From an optimization exercise on the open Yosys and OpenROAD flow, aimed at small area, a short achievable clock period and few clock cycles; shortcuts taken in it are not production practice.
The RTL was checked by simulation tests, not by an equivalence proof against the original design.
Power figures rest on the tool's default switching activity, not on a simulated workload.

==> flow/design.v (excerpt) <==
module machine_run_hour_meter
(
   input  logic         clock,
   input  logic         reset,
   input  logic         req_tvalid,
   output logic         req_tready,
   input  logic [39:0]  req_tdata,    
   output logic         rsp_tvalid,
   input  logic         rsp_tready,
   output logic [135:0] rsp_tdata,
   input  logic                               csr_we,
   input  mrhm_pkg::csr_index_type            csr_index,
   input  logic [mrhm_pkg::CSR_DATA_BITS-1:0] csr_wdata
);
Size in the first run: about 250 flip-flops, ~220 I/O pins, about 0.012 mm^2 of cells after synthesis.
==> flow/config.mk <==
export PLATFORM = sky130hd
export DESIGN_NAME = machine_run_hour_meter
export DESIGN_NICKNAME = machine_run_hour_meter
export VERILOG_FILES = /design/flow/design.v
export SDC_FILE = /design/flow/constraint.sdc
export NUM_CORES = 4
export LEC_CHECK = 0
export CAP_MARGIN = 20
export CORE_MARGIN = 2
export CORE_UTILIZATION = 40
export CTS_CLUSTER_DIAMETER = 100
export CTS_CLUSTER_SIZE = 30
export SETUP_SLACK_MARGIN = 3.0
export SLEW_MARGIN = 20
export TNS_END_PERCENT = 5
==> flow/constraint.sdc <==
create_clock -name core_clock -period 5.0 [get_ports {clock}]
set_input_delay 1.0000 -clock core_clock [delete_from_list [all_inputs] [get_ports {clock}]]
set_output_delay 1.0000 -clock core_clock [all_outputs]
set_load 0.01 [all_outputs]
standard.sh (not shown) runs the stock make flow with config.mk's settings and CLKGATE_MAP_FILE= SYNTH_SCRIPT=/design/flow/synth_recipe.tcl, a recipe that flattens the netlist after the stock synthesis.
==> flow/flow/run.sh <==
#!/bin/bash
export BUFFER_PORTS_ARGS="-buffer_cell sky130_fd_sc_hd__buf_1"
bash standard.sh finish > standard.log 2>&1
Testbench counts at the start, summed over its fixed seeds: cycles 24,082.
==> next run, changes <==
Settings changed: SETUP_SLACK_MARGIN 3.0 to 2.5, TNS_END_PERCENT 5 to unset.
Effect:
- flip-flop and latch count is unchanged
- worst setup slack gains 0.041 ns
- critical path depth goes up by 3
- clock-buffer cell count stays the same
- total power went down by 4.4%
- non-clock buffer count came out lower by 48
- worst hold slack barely changes
- via count falls by 3.1%
- register-to-register slack improves by 0.04 ns

========
machine_run_hour_meter, a different RTL version from the one above (not shown whole).
Size in the first run: roughly 250 flip-flops, about 220 I/O pins, about 12000 sq um of cells after synthesis.
==> flow/design.v (excerpt) <==
module machine_run_hour_meter
(
   input  logic         clock,
   input  logic         reset,
   input  logic         req_tvalid,
   output logic         req_tready,
   input  logic [39:0]  req_tdata,    
   output logic         rsp_tvalid,
   input  logic         rsp_tready,
   output logic [135:0] rsp_tdata,
   input  logic                               csr_we,
   input  mrhm_pkg::csr_index_type            csr_index,
   input  logic [mrhm_pkg::CSR_DATA_BITS-1:0] csr_wdata
);
clock: 5.0 ns
lec_check: 0
cap_margin: 20
core_margin: 2
core_utilization: 60
cts_cluster_diameter: 100
cts_cluster_size: 30
place_density: 0.75
setup_slack_margin: 2.7
slew_margin: 20
Scripts as last shown in full above: flow/flow/run.sh
The first run passed the timing, design-rule and antenna checks.
Testbench counts at the start, summed over its fixed seeds: cycles 24,082.
Then changed:
Settings changed: GPL_TIMING_DRIVEN set to 0.
The new run finished with timing, DRC and antenna clean.
Routed wire length grows by 7.7%.
Power grows by 0.87%.
Sequential share of layout area shrinks by 0.93 points.

========
== fjord ==
Another version of the RTL of machine_run_hour_meter (not shown whole).
Size in the first run: ~1400 cells after synthesis, about 250 flip-flops, about 220 I/O pins, about 12000 um2 of cells after synthesis.
## machine_run_hour_meter
module machine_run_hour_meter
(
   input  logic         clock,
   input  logic         reset,
   input  logic         req_tvalid,
   output logic         req_tready,
   input  logic [39:0]  req_tdata,    
   output logic         rsp_tvalid,
   input  logic         rsp_tready,
   output logic [135:0] rsp_tdata,
   input  logic                               csr_we,
   input  mrhm_pkg::csr_index_type            csr_index,
   input  logic [mrhm_pkg::CSR_DATA_BITS-1:0] csr_wdata
);
Settings: LEC_CHECK=0, CAP_MARGIN=5, CORE_MARGIN=2, CORE_UTILIZATION=60, CTS_CLUSTER_DIAMETER=100, CTS_CLUSTER_SIZE=30, PLACE_DENSITY=0.75, SETUP_SLACK_MARGIN=2.6, SLEW_MARGIN=5; clock period 5.0 ns.
Scripts as last shown in full above: flow/flow/run.sh
fjord has completed all stages; timing, DRC and antenna checks passed.
Testbench counts of fjord, summed over its fixed seeds: cycles 24,082.
Relative to fjord, the following input files were edited for xenon:
-- flow/config.mk --
<<< fjord, line 7
export LEC_CHECK = 0
export CAP_MARGIN = 5
export CORE_MARGIN = 2
>>> xenon, line 7
export LEC_CHECK = 0
export CAP_MARGIN = 20
export CORE_MARGIN = 2
<<< fjord, line 14
export SETUP_SLACK_MARGIN = 2.6
export SLEW_MARGIN = 5
>>> xenon, line 14
export SETUP_SLACK_MARGIN = 2.6
export SLEW_MARGIN = 20
export TNS_END_PERCENT = 50
==> comparison <==
- xenon closes out successfully: all stages finished, all timing, DRC and antenna checks passed.
- HPWL after detailed placement was higher in fjord than in xenon.
- From fjord to xenon the numbers moved as follows: worst setup margin shows a reduction of 0.027 ns; largest net degree at the start of global routing shows an increase of about 2%.
- Summary: with fjord as the reference, worst ir drop on vdd in xenon moved up by more than half.
- xenon vs fjord: final critical delay including setup and external delays up
- [xenon] final cell count rose 0.39% relative to fjord
- Changes observed in xenon relative to fjord: share of cell area taken by flip-flops and latches stayed essentially flat, transition time at the pin with the least slew margin fell by 0.21 ns.

========
machine_run_hour_meter, a different RTL version from the one above (not shown whole).
For scale: about 1,500 cells after synthesis, ~250 flip-flops, ~12,000 um2 of cells after synthesis.
Settings: LEC_CHECK=0, CAP_MARGIN=20, CORE_MARGIN=2, CORE_UTILIZATION=40, SETUP_SLACK_MARGIN=3.0, SLEW_MARGIN=20; clock period 5.0 ns.
Scripts as last shown in full above: flow/flow/run.sh
Testbench counts at the start, summed over its fixed seeds: cycles 24,082.
Next try:
- TNS_END_PERCENT: default -> 5
Outcome: Cell area went down by about a fifth; final cell count shrinks by a few percent; area after synthesis is unchanged; setup slack degrades by 33 ps.
Next try:
- SETUP_SLACK_MARGIN: 3.0 -> 2.5
Cell count shrinks by 2.1%.
Power came out lower by 6.8%.
Cell area falls by 5.7%.
Wire length came out lower by 4.4%.
Hold slack barely changes.
Count of clock-buffer cells in the layout came out higher by 3.
First-iteration DRC count falls by 7.8%.
Via count fell by 2.2%.
Next try:
- CTS_CLUSTER_DIAMETER: default -> 100
- CTS_CLUSTER_SIZE: default -> 30
- TNS_END_PERCENT: 5 -> default
Worst hold slack is better by 7.8 ps.
Critical path depth grows by 7.
Sequential share of layout area grows by 0.71 points.
Register-to-register slack is better by 40 ps.

[re-timing with driven ports]
The results above use ideal ports. As a check the final layouts listed here were re-extracted and re-timed, cells and wires unchanged.
Step 1 sets driving cells, clkbuf_16 on the clock port and buf_2 on the other inputs (assumed; they add their load-dependent delay and slew).
Step 2 also shifts input and output timing later by t, the mid clock arrival at the registers, as if the neighbouring blocks saw the same clock.
Slacks: ideal / step 1 / step 2; pairs: ideal / step 1.
run | t (ns) | slack for setup (ns) | slew at the worst register clock pin (ns)
the first run of note 1 | 0.557 | 2.501 / 2.481 / 1.991 | 0.12 / 0.12
the second run of note 1 | 0.540 | 2.542 / 2.519 / 2.035 | 0.12 / 0.12
the first run of note 2 | 0.528 | 2.730 / 2.682 / 2.242 | 0.12 / 0.12
the second run of note 2 | 0.530 | 2.406 / 2.359 / 2.236 | 0.12 / 0.12
fjord | 0.534 | 2.632 / 2.588 / 2.155 | 0.12 / 0.12
xenon | 0.530 | 2.605 / 2.556 / 2.164 | 0.12 / 0.12
the first run of note 4 | 0.604 | 2.603 / 2.603 / 2.087 | 0.06 / 0.06
the second run of note 4 | 0.604 | 2.571 / 2.553 / 2.030 | 0.06 / 0.06
the third run of note 4 | 0.609 | 2.389 / 2.327 / 1.876 | 0.06 / 0.06
the fourth run of note 4 | 0.548 | 2.506 / 2.506 / 2.044 | 0.12 / 0.12
After both steps setup and hold are still met in every run listed. For the second run of note 4, which loses most, drivers alone change the setup slack by -0.018 ns; drivers and shift together by -0.541 ns.
